From an optimization exercise on the open Yosys and OpenROAD flow, aimed at small area, a short achievable clock period and few clock cycles per item; shortcuts taken in it are not production practice. Function was not checked in any run shown here: the RTL went through the layout flow alone. No activity file was given, so power comes from the tool's default toggle rates.

--- flow/design.v ---
`default_nettype none
package tidq_pkg;
    localparam int DEPTH_DEF    = 16;
    localparam int ID_WIDTH_DEF = 16;
    localparam int CMD_W  = 3;
    localparam int STAT_W = 2;
    localparam int POS_W  = 4;
    localparam logic [CMD_W-1:0] CMD_PUSH_FRONT = 3'd0;
    localparam logic [CMD_W-1:0] CMD_PUSH_BACK  = 3'd1;
    localparam logic [CMD_W-1:0] CMD_POP_FRONT  = 3'd2;
    localparam logic [CMD_W-1:0] CMD_POP_BACK   = 3'd3;
    localparam logic [CMD_W-1:0] CMD_REMOVE     = 3'd4;
    localparam logic [CMD_W-1:0] CMD_FIND       = 3'd5;
    localparam logic [STAT_W-1:0] ST_OK    = 2'd0;
    localparam logic [STAT_W-1:0] ST_EMPTY = 2'd1;
    localparam logic [STAT_W-1:0] ST_FULL  = 2'd2;
    typedef enum logic [1:0] {
        S_IDLE,
        S_EXEC,
        S_SCAN,
        S_RESP
    } state_t;
    typedef enum logic [1:0] {
        CELL_HOLD,
        CELL_SHIFT_LEFT,
        CELL_SHIFT_RIGHT,
        CELL_WRITE
    } cell_op_t;
    typedef struct packed {
        cell_op_t op;
        logic     wr;
    } cell_ctl_t;
endpackage
`default_nettype wire
`default_nettype none
module thread_id_deque_with_keyed_removal (
    input  wire logic        clk,
    input  wire logic        rst_n,
    input  wire logic        cmd_valid,
    output logic             cmd_ready,
    input  wire logic [2:0]  cmd,
    input  wire logic [15:0] thread_id,
    output logic             rsp_valid,
    input  wire logic        rsp_ready,
    output logic      [1:0]  status,
    output logic      [15:0] result_id,
    output logic      [3:0]  position,
    output logic      [4:0]  entry_count
);
    localparam int N = 16;
    localparam int W = 16;
    logic          a_v;
    logic [2:0]    a_cmd;
    logic [W-1:0]  a_key;
    logic          rdy_reg;
    logic          x_v;
    logic [2:0]    x_cmd;
    logic [W-1:0]  x_key;
    logic [N-1:0]  e;           
    logic [W-1:0]  st [N];
    logic [4:0]    count;
    logic          o_v, s_v;
    logic [26:0]   o_word, s_word;
    logic          fire, adv, accept;
    logic [N-1:0]  vld, cnt_oh, tail_oh;
    logic [N-1:0]  lm;
    logic [N-1:0]  sl, sr, sk;
    logic [N-1:0]  eq_in, e_next;
    logic          eq_w;
    logic          full, empty, found;
    logic [W-1:0]  tail_val;
    logic [3:0]    pos;
    logic          is_pf, is_pb, is_of, is_ob, is_rm, is_fd;
    logic [1:0]    x_stat;
    logic [W-1:0]  x_id;
    logic [3:0]    x_pos;
    logic [4:0]    x_cnt;
    logic [26:0]   x_word;
    assign fire   = x_v && !s_v;
    assign adv    = a_v && (!x_v || !s_v);
    assign accept = cmd_valid && rdy_reg;
    assign is_pf = x_cmd == 3'd0;
    assign is_pb = x_cmd == 3'd1;
    assign is_of = x_cmd == 3'd2;
    assign is_ob = x_cmd == 3'd3;
    assign is_rm = x_cmd == 3'd4;
    assign is_fd = x_cmd == 3'd5;
    assign full  = count[4];
    assign empty = count == 5'd0;
    always_comb
    begin
        for (int i = 0; i < N; i++)
        begin
            vld[i]    = count > 5'(i);
            cnt_oh[i] = count == 5'(i);
            tail_oh[i] = count == 5'(i + 1);
        end
        for (int i = 0; i < N; i++)
            lm[i] = |(e & N'((32'd2 << i) - 32'd1));
    end
    assign found = lm[N-1];
    assign pos[3] = !lm[7];
    assign pos[2] = (!lm[3] && lm[7]) || !lm[11];
    assign pos[1] = (!lm[1] && lm[3]) || (!lm[5] && lm[7]) || (!lm[9] && lm[11]) || !lm[13];
    assign pos[0] = (!lm[0] && lm[1]) || (!lm[2] && lm[3]) || (!lm[4] && lm[5]) || (!lm[6] && lm[7])
                 || (!lm[8] && lm[9]) || (!lm[10] && lm[11]) || (!lm[12] && lm[13]) || !lm[14];
    always_comb
    begin
        tail_val = '0;
        for (int i = 0; i < N; i++)
            tail_val = tail_val | ({W{tail_oh[i]}} & (st[i] ^ {W{i[0]}}));
    end
    always_comb
    begin
        for (int i = 0; i < N; i++)
        begin
            sl[i] = fire && (is_of || (is_rm && lm[i]));
            sr[i] = fire && is_pf && !full && (i != 0);
            sk[i] = fire && ((is_pf && !full && (i == 0)) || (is_pb && cnt_oh[i]));
        end
    end
    for (genvar i = 0; i < N; i++)
    begin : g_eq
        assign eq_in[i] = vld[i] && ((st[i] ^ {W{i % 2 == 1}}) == a_key);
    end
    assign eq_w = x_key == a_key;
    always_comb
    begin
        for (int i = 0; i < N; i++)
        begin
            if (sk[i])
                e_next[i] = eq_w;
            else if (sr[i])
                e_next[i] = eq_in[(i + N - 1) % N];
            else if (sl[i])
                e_next[i] = (i == N - 1) ? 1'b0 : eq_in[(i + 1) % N];
            else
                e_next[i] = eq_in[i] && !(fire && is_ob && tail_oh[i]);
        end
    end
    always_comb
    begin
        x_stat = 2'd0;
        x_id   = '0;
        x_pos  = '0;
        x_cnt  = count;
        if (is_pf || is_pb)
        begin
            if (full) x_stat = 2'd2;
            else      x_cnt  = count + 5'd1;
        end
        else if (is_of || is_ob)
        begin
            if (empty) x_stat = 2'd1;
            else
            begin
                x_id  = is_of ? st[0] : tail_val;
                x_cnt = count - 5'd1;
            end
        end
        else if (is_rm || is_fd)
        begin
            if (!found) x_stat = 2'd1;
            else
            begin
                x_id  = x_key;
                x_pos = pos;
                if (is_rm) x_cnt = count - 5'd1;
            end
        end
        x_word = {x_stat, x_id, x_pos, x_cnt};
    end
    for (genvar i = 0; i < N; i++)
    begin : g_slot
        logic [W-1:0] r_in, l_in, k_in;
        if (i == N - 1)
        begin : g_last
            assign r_in = '0;
        end
        else
        begin : g_mid_r
            assign r_in = st[i+1];
        end
        if (i == 0)
        begin : g_first
            assign l_in = '0;
        end
        else
        begin : g_mid_l
            assign l_in = st[i-1];
        end
        assign k_in = (i % 2 == 0) ? ~x_key : x_key;
        always_ff @(posedge clk)
        begin
            if (sl[i] || sr[i] || sk[i])
                st[i] <= ~(({W{sl[i]}} & r_in) | ({W{sr[i]}} & l_in) | ({W{sk[i]}} & k_in));
        end
    end
    always_ff @(posedge clk or negedge rst_n)
    begin
        if (!rst_n)
        begin
            a_v     <= 1'b0;
            x_v     <= 1'b0;
            rdy_reg <= 1'b1;
            o_v     <= 1'b0;
            s_v     <= 1'b0;
            count   <= '0;
        end
        else
        begin
            logic a_v_n, x_v_n, s_v_n, o_v_n;
            a_v_n = accept || (a_v && !adv);
            x_v_n = adv || (x_v && !fire);
            o_v_n = o_v;
            s_v_n = s_v;
            if (o_v && rsp_ready)
            begin
                o_v_n = s_v;
                s_v_n = 1'b0;
            end
            if (fire)
            begin
                if (o_v_n) s_v_n = 1'b1;
                else       o_v_n = 1'b1;
            end
            a_v     <= a_v_n;
            x_v     <= x_v_n;
            o_v     <= o_v_n;
            s_v     <= s_v_n;
            rdy_reg <= !a_v_n || !x_v_n || !s_v_n;
            if (fire)
                count <= x_cnt;
        end
    end
    always_ff @(posedge clk)
    begin
        if (accept)
        begin
            a_cmd <= cmd;
            a_key <= thread_id;
        end
        if (adv)
        begin
            x_cmd <= a_cmd;
            x_key <= a_key;
            e     <= e_next;
        end
        if (!o_v || rsp_ready)
            o_word <= s_v ? s_word : x_word;
        if (fire && o_v && !rsp_ready)
            s_word <= x_word;
    end
    assign cmd_ready   = rdy_reg;
    assign rsp_valid   = o_v;
    assign status      = o_word[26:25];
    assign result_id   = o_word[24:9];
    assign position    = o_word[8:5];
    assign entry_count = o_word[4:0];
endmodule
`default_nettype wire
--- flow/run.sh ---
#!/bin/bash
# synth_recipe.tcl (not shown) runs the flow's synth.tcl, then flattens the netlist and writes it again
# the make line also repeats each setting of config.mk as NAME=value (left out here)
make -C /OpenROAD-flow-scripts/flow DESIGN_CONFIG=/design/flow/config.mk WORK_HOME=/design/flow/orfs CLKGATE_MAP_FILE= SYNTH_SCRIPT=/design/flow/synth_recipe.tcl finish
--- flow/config.mk ---
export PLATFORM = sky130hd
export DESIGN_NAME = thread_id_deque_with_keyed_removal
export DESIGN_NICKNAME = thread_id_deque_with_keyed_removal
export VERILOG_FILES = /design/flow/design.v
export SDC_FILE = /design/flow/constraint.sdc
export NUM_CORES = 4
export LEC_CHECK = 0
export ABC_CLOCK_PERIOD_IN_PS = 2000
export CAP_MARGIN = 20
export CORE_MARGIN = 2
export CORE_UTILIZATION = 60
export SETUP_SLACK_MARGIN = 2.8
export SLEW_MARGIN = 20
--- flow/constraint.sdc ---
create_clock -name core_clock -period 5.0 [get_ports {clk}]
set_input_delay 1.0000 -clock core_clock [delete_from_list [all_inputs] [get_ports {clk}]]
set_output_delay 1.0000 -clock core_clock [all_outputs]
set_load 0.01 [all_outputs]
==> impl_metrics.env, run 1 <==
export IMPL_synth_warning_count=2
export IMPL_syn_nets=1997
export IMPL_synth_top_area_share_pct=49.8
export IMPL_place_congestion=1.13
export IMPL_post_synth_top_area_cell="edfxtp_1"
export IMPL_start_util_pct=60.4
export IMPL_io_pins=52
export IMPL_hold_buffers=0
export IMPL_synth_seq_cells=374
export IMPL_error_message="[ERROR GRT-0232] Routing congestion too high. Check the congestion heatmap in the GUI."
export IMPL_die_h_um=195
export IMPL_h_tree_depth=2
export IMPL_std_cell_rows=70
export IMPL_grt_ovfl_total=15
export IMPL_grt_usage_pct=80.5
export IMPL_clock_sinks=374
export IMPL_synth_ff_type="edfxtp_1"
export IMPL_die_w_um=195
export IMPL_status="aborted with a tool error"
export IMPL_cts_max_path_buffers=3
export IMPL_synth_edf_count=364
export IMPL_portBuffers=51
export IMPL_numCtsBuffers=40
export IMPL_async_flop_share_pct=2.67
export IMPL_grt_max_degree=38
export IMPL_root_buffer="clkbuf_16"
export IMPL_synth_cells=1969
export IMPL_synth_cell_types=79
export IMPL_ys_seq_area_share_pct=51.0
export IMPL_netlist_top_cells_area="edfxtp_1, xor2_1, xnor2_1, a221oi_1, a222oi_1"
export IMPL_synthesis_area_um2=21900
export IMPL_hpwl_mm=76.0
export IMPL_avgSynthCellArea_um2=11.1
export IMPL_haltStage="5_1_grt"
## layer usage
metal,track usage (%),overflow
met1,84.8,1
met2,91.5,6
met3,68.4,0
met4,75.3,8
met5,41.6,0
## cell families after synthesis
| logic type | share of synthesized area [%] |
|---|---|
| AND/OR/NAND/NOR | 11.1 |
| multiplexers | 3.35 |
| XOR/XNOR | 11.0 |
| AO/OA/AOI/OAI | 19.1 |
| buffers and inverters | 4.28 |
| flip-flops | 51.0 |
| adder cells (fa/ha/maj) | 0.285 |
## worst min-delay path by stage
stage               endpoint  cells after the start     start
floorplan           x_cmd[0]                      0  a_cmd[0]
global placement    x_cmd[2]                      0  a_cmd[2]
detailed placement  x_cmd[1]                      0  a_cmd[1]
CTS                 x_cmd[1]                      0  a_cmd[1]
## cell usage after synthesis, types with 31 or more instances
cell type and count:
buf_2 75, clkbuf_1 93, o21ai_0 50, xor2_1 144, a221oi_1 114, a222oi_1 96, nor4_1 44, xnor2_1 131
a21oi_1 70, edfxtp_1 364, nor2_1 199, nand2_1 78, o22ai_1 57, nand4_1 35, a22oi_1 31
## repair_timing
action / 4_1_cts
cloned: 51
pin swaps: 177
resized for setup: 658
endpoints found under the setup margin: 641
buffers inserted: 334
## per-stage QoR
stage / std cells / power, uW / cell area [um2] / setup slack, ns
2_1_floorplan: 1969 / 9400 / 22400 / 2.32
3_3_place_gp: 2351 / 12000 / 22900 / 1.27
3_5_place_dp: 2351 / 12100 / 22900 / 1.23
4_1_cts: 2808 / 18200 / 30100 / 2.23
## power by group through the flow
stage               logic (uW)  clock network (uW)  registers, uW
CTS                       9110                3070           6000
detailed placement        5640                   0           6500
global placement          5500                   0           6490
floorplan                 4030                   0           5370
==> run 2: changes to the inputs <==
--- a/flow/config.mk
+++ b/flow/config.mk
@@ -6,8 +6,7 @@
 export NUM_CORES = 4
 export LEC_CHECK = 0
-export ABC_CLOCK_PERIOD_IN_PS = 2000
 export CAP_MARGIN = 20
 export CORE_MARGIN = 2
-export CORE_UTILIZATION = 60
-export SETUP_SLACK_MARGIN = 2.8
+export CORE_UTILIZATION = 40
+export SETUP_SLACK_MARGIN = 2.5
 export SLEW_MARGIN = 20
==> impl_metrics.env, run 2 <==
export IMPL_critPathLaunchType="register"
export IMPL_cts_max_path_buffers=3
export IMPL_clock_sinks=374
export IMPL_dp_cells=2598
export IMPL_fin_skew_ns=0.0436
export IMPL_synth_top_area_share_pct=49.8
export IMPL_syn_nets=1997
export IMPL_routed_wl_mm=126
export IMPL_ir_worst_vdd_mv=0.318
export IMPL_p_leak_uw=0.00909
export IMPL_maxCapViolCount=0
export IMPL_drive_above_1_share_pct=29.7
export IMPL_ys_seq_area_share_pct=51.0
export IMPL_portBuffers=51
export IMPL_fin_ws_ns=2.17
export IMPL_relSlewSlack_pct=44.9
export IMPL_synth_warning_count=2
export IMPL_avgSynthCellArea_um2=11.1
export IMPL_cp_arrival_ns=3.17
export IMPL_drv_slew=0
export IMPL_fin_cells=2890
export IMPL_setup_viol=0
export IMPL_synth_top_family_by_area="compound AO/OA/AOI/OAI gates"
export IMPL_die_area_um2=56700
export IMPL_yosys_area_share_adder_pct=0.285
export IMPL_io_pins=52
export IMPL_final_hold_viol_count=0
export IMPL_fillers=4675
export IMPL_coreArea_um2=54000
export IMPL_synth_seq_cells=374
export IMPL_cp_slowest_stage_delay_ns=0.56
export IMPL_synth_area_mux_share_pct=3.35
export IMPL_grt_ovfl_total=0
export IMPL_start_util_pct=40.6
export IMPL_std_cell_rows=85
export IMPL_status="finished clean"
export IMPL_numCtsBuffers=43
export IMPL_period_minus_slack_ns=2.83
export IMPL_first_pass_iters=14
export IMPL_netlist_top_cells_area="edfxtp_1, xor2_1, xnor2_1, a221oi_1, a222oi_1"
export IMPL_yosysMostFrequentCell="edfxtp_1"
export IMPL_crit_type="reg -> reg"
export IMPL_period_share_pct=56.6
export IMPL_utilization_pct=52.6
export IMPL_required_ns=5.34
export IMPL_hp_class="reg -> reg"
export IMPL_worstPathCellList="buf_4 -> or3_1 -> or2_4 -> o22ai_1 -> or4_4 -> o221ai_4 -> nand2_2 -> mux2_4"
export IMPL_die_h_um=238
export IMPL_clk_latency_ns=0.62
export IMPL_worst_slew_pin_slew_ns=0.824
export IMPL_slowest_stage="or4_4"
export IMPL_syn2layout_area_growth_pct=29.6
export IMPL_grt_usage_pct=42.8
export IMPL_synth_compound_area_share_pct=19.1
export IMPL_die_w_um=238
export IMPL_power_density_nw_per_um2=645
export IMPL_antenna_found_initial=4
export IMPL_placed_area_um2=23200
export IMPL_end_kind="register"
export IMPL_finalNetCount=2183
export IMPL_final_common_cell="edfxtp_1"
export IMPL_hpwl_mm=85.5
export IMPL_fin_setup_tns_ns=0
export IMPL_synth_simple_area_share_pct=11.1
export IMPL_pre_cts_slack_ns=1.26
export IMPL_synthesis_area_um2=21900
export IMPL_synthXorXnorAreaFrac_pct=11.0
export IMPL_synth_cell_types=79
export IMPL_drc=0
export IMPL_crit_fanout=19
export IMPL_multi_input_area_um2=11600
export IMPL_h_tree_depth=2
export IMPL_grt_max_degree=73
export IMPL_grt_pass1_vias=19300
export IMPL_post_synth_top_area_cell="edfxtp_1"
export IMPL_first_iter_violations=4363
export IMPL_rsz0062_at_grt="yes"
export IMPL_synth_edf_count=364
export IMPL_grt_first_pass_wirelength_mm=166
export IMPL_max_freq_mhz=353
export IMPL_synth_ff_type="edfxtp_1"
export IMPL_final_area_um2=28400
export IMPL_top_register="st"
export IMPL_clk_pin_slew_ns=0.06
export IMPL_reg_top3="st (256), o_word (27), s_word (27)"
export IMPL_place_congestion=1.10
export IMPL_async_flop_share_pct=2.67
export IMPL_cts_tree="yes"
export IMPL_root_buffer="clkbuf_16"
export IMPL_regArea_um2=11200
export IMPL_vias_per_cell=7.51
export IMPL_layout_common_cells="edfxtp_1, buf_4, nor2_1"
export IMPL_wl_per_cell_um=43.8
export IMPL_drtAntennaViolNets=0
export IMPL_synth_cells=1969
export IMPL_dr_total_vias=21700
export IMPL_netlist_top_cells_count="edfxtp_1, nor2_1, xor2_1"
export IMPL_largest_reg_flops=256
-- run 2: cells by family (layout without fill, tap and decap cells) --
group,count (synthesis),in the layout
buffers and inverters,214,422
AND/OR/NAND/NOR,491,502
multiplexers,62,62
flip-flops,374,374
AO/OA/AOI/OAI,548,550
adder cells (fa/ha/maj),5,5
XOR/XNOR,275,275
other,0,4
-- run 2: what timing repair did --
| action | in CTS | in global routing |
|---|---|---|
| gates cloned | 11 | 8 |
| setup buffers | 81 | 108 |
| hold buffers | 0 | 0 |
| endpoints found under the setup margin | 614 | 401 |
| pin swaps | 53 | 99 |
| gates resized for setup | 250 | 216 |
-- run 2: worst paths after layout --
check	startpoint	end	slack, ns	cells after the start
worst max-delay path	count[2]	o_word[17]	2.17	8
worst min-delay path	a_cmd[0]	x_cmd[0]	0.51	0
worst max register to register	count[2]	o_word[17]	2.17	8
worst min register to register	a_cmd[0]	x_cmd[0]	0.51	0
max in group asynchronous	rst_n	count[4]	3.86	1
min in group asynchronous	rst_n	x_v	0.75	1
-- run 2: critical path, delay by kind of cell, from the launching register on --
family / cells / cell delay (ns)
DFF: 1 / 0.44
AOI/OAI and AO/OA: 2 / 0.41
muxes: 1 / 0.28
and+or+nand+nor: 4 / 1.24
buffers and inverters: 1 / 0.19
-- run 2: cell type report --
cell class / instances / share of cell area (%)
sequential: 374 / 39.4
clock buffer: 54 / 4.07
antenna: 4 / 0.0352
timing repair buffer: 329 / 11.5
clock inverter: 26 / 0.845
inverter: 13 / 0.198
tap: 696 / 3.06
multi-input combinational: 1394 / 40.9
-- run 2: per-stage QoR --
step	hold slack [ns]	power, uW
global placement	0.495	12400
finish	0.509	18300
CTS	0.514	16800
floorplan	0.400	9280
global route	0.523	18500
detailed placement	0.473	12500
-- run 2: routing by layer --
layer | track usage, % | share of wire [%] | vias up
met1 | 54.8 | 36 | 10600
met5 | 1.13 | 0.090 | -
met2 | 60.9 | 40 | 2317
li1 | - | - | 8191
met3 | 15.5 | 15 | 569
met4 | 27.4 | 8.5 | 6
-- run 2: report_power, final --
| group | internal (uW) | switching [uW] | leakage (uW) | total, uW |
|---|---|---|---|---|
| sequential | 4810 | 1540 | 0.00317 | 6350 |
| clock | 1850 | 1390 | 0.000671 | 3240 |
| combinational | 3460 | 5290 | 0.00525 | 8760 |
==> run 3: changes to the inputs <==
--- a/flow/design.v
+++ b/flow/design.v
@@ -50,7 +50,4 @@
     localparam int N = 16;
     localparam int W = 16;
-    logic          a_v;
-    logic [2:0]    a_cmd;
-    logic [W-1:0]  a_key;
     logic          rdy_reg;
     logic          x_v;
@@ -62,5 +59,5 @@
     logic          o_v, s_v;
     logic [26:0]   o_word, s_word;
-    logic          fire, adv, accept;
+    logic          fire, accept;
     logic [N-1:0]  vld, cnt_oh, tail_oh;
     logic [N-1:0]  lm;
@@ -78,5 +75,4 @@
     logic [26:0]   x_word;
     assign fire   = x_v && !s_v;
-    assign adv    = a_v && (!x_v || !s_v);
     assign accept = cmd_valid && rdy_reg;
     assign is_pf = x_cmd == 3'd0;
@@ -122,7 +118,7 @@
     for (genvar i = 0; i < N; i++)
     begin : g_eq
-        assign eq_in[i] = vld[i] && ((st[i] ^ {W{i % 2 == 1}}) == a_key);
-    end
-    assign eq_w = x_key == a_key;
+        assign eq_in[i] = vld[i] && ((st[i] ^ {W{i % 2 == 1}}) == thread_id);
+    end
+    assign eq_w = x_key == thread_id;
     always_comb
     begin
@@ -201,5 +197,4 @@
         if (!rst_n)
         begin
-            a_v     <= 1'b0;
             x_v     <= 1'b0;
             rdy_reg <= 1'b1;
@@ -210,7 +205,6 @@
         else
         begin
-            logic a_v_n, x_v_n, s_v_n, o_v_n;
-            a_v_n = accept || (a_v && !adv);
-            x_v_n = adv || (x_v && !fire);
+            logic x_v_n, s_v_n, o_v_n;
+            x_v_n = accept || (x_v && !fire);
             o_v_n = o_v;
             s_v_n = s_v;
@@ -225,9 +219,8 @@
                 else       o_v_n = 1'b1;
             end
-            a_v     <= a_v_n;
             x_v     <= x_v_n;
             o_v     <= o_v_n;
             s_v     <= s_v_n;
-            rdy_reg <= !a_v_n || !x_v_n || !s_v_n;
+            rdy_reg <= !x_v_n || !s_v_n;
             if (fire)
                 count <= x_cnt;
@@ -238,11 +231,6 @@
         if (accept)
         begin
-            a_cmd <= cmd;
-            a_key <= thread_id;
-        end
-        if (adv)
-        begin
-            x_cmd <= a_cmd;
-            x_key <= a_key;
+            x_cmd <= cmd;
+            x_key <= thread_id;
             e     <= e_next;
         end
--- a/flow/config.mk
+++ b/flow/config.mk
@@ -9,4 +9,4 @@
 export CORE_MARGIN = 2
 export CORE_UTILIZATION = 40
-export SETUP_SLACK_MARGIN = 2.5
+export SETUP_SLACK_MARGIN = 2.8
 export SLEW_MARGIN = 20
==> impl_metrics.env, run 3 <==
export IMPL_start_util_pct=40.5
export IMPL_finalNetCount=2344
export IMPL_ys_seq_area_share_pct=49.7
export IMPL_synth_warning_count=2
export IMPL_synth_top_area_share_pct=48.6
export IMPL_vias_per_cell=7.76
export IMPL_io_pins=52
export IMPL_cp_arrival_ns=3.33
export IMPL_avgSynthCellArea_um2=11.0
export IMPL_critPathLaunchType="register"
export IMPL_final_common_cell="edfxtp_1"
export IMPL_crit_fanout=7
export IMPL_crit_reg2reg_launch="count[2]"
export IMPL_syn_nets=1963
export IMPL_multi_input_area_um2=13300
export IMPL_grt_pass1_vias=21100
export IMPL_wl_per_cell_um=46.1
export IMPL_drive_above_1_share_pct=45.1
export IMPL_drv_slew=0
export IMPL_final_hold_viol_count=0
export IMPL_rsz0062_at_grt="yes"
export IMPL_async_flop_share_pct=2.54
export IMPL_crit_type="reg -> reg"
export IMPL_crit_family="simple AND/OR/NAND/NOR gates"
export IMPL_period_minus_slack_ns=2.99
export IMPL_slowest_stage="nor4_1"
export IMPL_coreArea_um2=52600
export IMPL_antenna_found_initial=5
export IMPL_post_synth_top_area_cell="edfxtp_1"
export IMPL_rr_endpoint="o_word[23]"
export IMPL_power_density_nw_per_um2=481
export IMPL_numCtsBuffers=41
export IMPL_fin_skew_ns=0.0327
export IMPL_p_int_uw=8980
export IMPL_clkPwrFrac_pct=19.8
export IMPL_root_buffer="clkbuf_16"
export IMPL_netlist_top_cells_area="edfxtp_1, xnor2_1, xor2_1, a222oi_1, a221oi_1"
export IMPL_hold_buffers=0
export IMPL_dr_total_vias=23600
export IMPL_synth_seq_cells=354
export IMPL_grt_first_pass_wirelength_mm=179
export IMPL_netlist_top_cells_count="edfxtp_1, nor2_1, clkbuf_1"
export IMPL_drc=0
export IMPL_path_common_cell="buf_6"
export IMPL_worst_path_stages=10
export IMPL_hp_class="reg -> reg"
export IMPL_synthesis_area_um2=21300
export IMPL_maxCapViolCount=0
export IMPL_grt_ovfl_total=0
export IMPL_p_seq_share_pct=33.0
export IMPL_synth_cell_types=80
export IMPL_reg_top3="st (256), o_word (27), s_word (27)"
export IMPL_die_h_um=235
export IMPL_switching_share_pct=41.7
export IMPL_ir_worst_vdd_mv=0.412
export IMPL_routed_wl_mm=140
export IMPL_status="finished clean"
export IMPL_grt_max_degree=44
export IMPL_largest_reg_flops=256
export IMPL_portBuffers=51
export IMPL_die_w_um=235
export IMPL_synth_cells=1935
export IMPL_switchingPower_uw=6430
export IMPL_clk_latency_ns=0.60
export IMPL_synth_ff_type="edfxtp_1"
export IMPL_min_path_cells=2
export IMPL_critPathBufInv=4
export IMPL_relSlewSlack_pct=36.7
export IMPL_die_area_um2=55100
export IMPL_syn2layout_area_growth_pct=50.6
export IMPL_std_cell_rows=84
export IMPL_first_pass_iters=13
export IMPL_h_tree_depth=2
export IMPL_regArea_um2=10600
export IMPL_place_congestion=1.09
export IMPL_fillers=4119
export IMPL_fin_setup_tns_ns=0
export IMPL_pwr_share_comb_pct=47.2
export IMPL_drtAntennaViolNets=0
export IMPL_worst_slew_pin_slew_ns=0.950
export IMPL_grt_usage_pct=46.9
export IMPL_clock_sinks=354
export IMPL_cts_max_path_buffers=3
export IMPL_first_iter_violations=5071
export IMPL_r2r_cells=10
export IMPL_cp_slowest_stage_delay_ns=0.59
export IMPL_end_kind="register"
export IMPL_synth_edf_count=345
export IMPL_setup_viol=0
export IMPL_p_leak_uw=0.0106
export IMPL_period_share_pct=59.8
export IMPL_cts_tree="yes"
export IMPL_required_ns=5.34
export IMPL_layout_common_cells="edfxtp_1, buf_4, xor2_1"
export IMPL_holdPathEnd="o_word[5]"
export IMPL_hpwl_mm=86.4
export IMPL_yosysMostFrequentCell="edfxtp_1"
export IMPL_clk_pin_slew_ns=0.06
export IMPL_max_freq_mhz=334
export IMPL_final_area_um2=32100
export IMPL_placed_area_um2=23100
export IMPL_hp_start="s_word[5]"
export IMPL_worstPathCellList="or3b_4 -> buf_6 -> buf_6 -> buf_6 -> buf_4 -> nor3_1 -> nor4_1 -> a31oi_1 -> a21o_1 -> mux2_2"
export IMPL_r2r_slack_ns=2.01
export IMPL_top_register="st"
-- run 3: metrics by stage --
step	total power, uW	hold WS [ns]	utilization, %	setup WS, ns	std cells
global placement	9230	0.513	43.9	0.834	2566
floorplan	7210	0.498	-	2.34	1935
detailed placement	9240	0.515	44.0	0.868	2567
CTS	14000	0.528	55.8	2.15	2905
finish	15400	0.533	61.0	2.01	3037
global route	15500	0.552	61.0	2.04	3034
-- run 3: logic make-up after synthesis --
logic type	after synthesis	share of synthesized area (%)
compound gates	518	19.3
simple gates	518	12.3
buf+inv	210	4.00
fa+ha+maj	5	0.294
flops	354	49.7
mux	54	3.06
xor+xnor	276	11.4
-- run 3: worst reg2reg max path, delay by kind of cell (launching register included) --
family | cells | cell delay (ns)
compound gates | 2 | 0.54
mux | 1 | 0.26
simple gates | 3 | 0.99
flops | 1 | 0.57
buf+inv | 4 | 0.40
-- run 3: worst max-delay path by stage --
stage | from | to | slack (ns)
3_3_place_gp | thread_id[14] | e[4] | 0.83
5_1_grt | count[0] | o_word[10] | 2.04
2_1_floorplan | count[1] | o_word[10] | 2.34
3_5_place_dp | thread_id[14] | e[5] | 0.87
4_1_cts | count[0] | o_word[10] | 2.15
6_report | count[2] | o_word[23] | 2.01
-- run 3: final cells by class --
type	instances	share of cell area, %
Tap cell	688	2.68
Timing Repair Buffer	516	18.6
Antenna cell	5	0.0390
Inverter	10	0.168
Clock inverter	19	0.644
Multi-Input combinational cell	1393	41.4
Clock buffer	52	3.36
Sequential cell	354	33.1
-- run 3: power groups by stage --
| stage | sequential [uW] | combinational, uW | clock (uW) |
|---|---|---|---|
| finish | 5080 | 7280 | 3060 |
| CTS | 4930 | 6020 | 3050 |
| global placement | 5060 | 4170 | 0 |
| global route | 5030 | 7320 | 3150 |
| floorplan | 4480 | 2720 | 0 |
| detailed placement | 5060 | 4190 | 0 |
-- run 3: what timing repair did --
action	4_1_cts	5_1_grt
gates cloned	46	16
resized for setup	680	333
pin swaps	134	125
endpoints found under the setup margin	652	588
setup buffers	221	111
-- run 3: routing by layer --
layer | GRT usage [%] | vias up | wire length, um
met4 | 34.1 | 4 | 14300
met5 | 0 | - | 103
met2 | 64.7 | 2747 | 54700
met1 | 59.4 | 11400 | 47000
met3 | 18.3 | 818 | 24000
li1 | - | 8568 | -

[afterwards: timing with drivers on the ports]
In the flow no input, the clock included, has a driving cell. The finished layouts below were timed again as built, in two steps.
Step 1 sets driving cells, clkbuf_16 on the clock port and buf_2 on the other inputs (assumed; they add their load-dependent delay and slew).
Step 2, shift: input delay + t, output delay - t, t = (earliest + latest rising clock arrival at the registers) / 2. This alone moves slack from input paths to output paths.
Slacks: no drivers / after step 1 / after step 2; pairs: no drivers / after step 1.
run | t, ns | setup WS [ns] | worst setup path at the end | worst register clock-pin slew, ns | worst data-port slew with drivers (ns)
run 2 | 0.657 | 2.168 / 2.168 / 2.046 | input to register | 0.07 / 0.07 | 0.06
run 3 | 0.641 | 2.008 / 2.008 / 1.857 | input to register | 0.07 / 0.07 | 0.04
After both steps setup and hold are still met in every run listed. For run 3, which loses most, drivers alone change the setup slack by 0.000 ns; drivers and shift together by -0.151 ns.
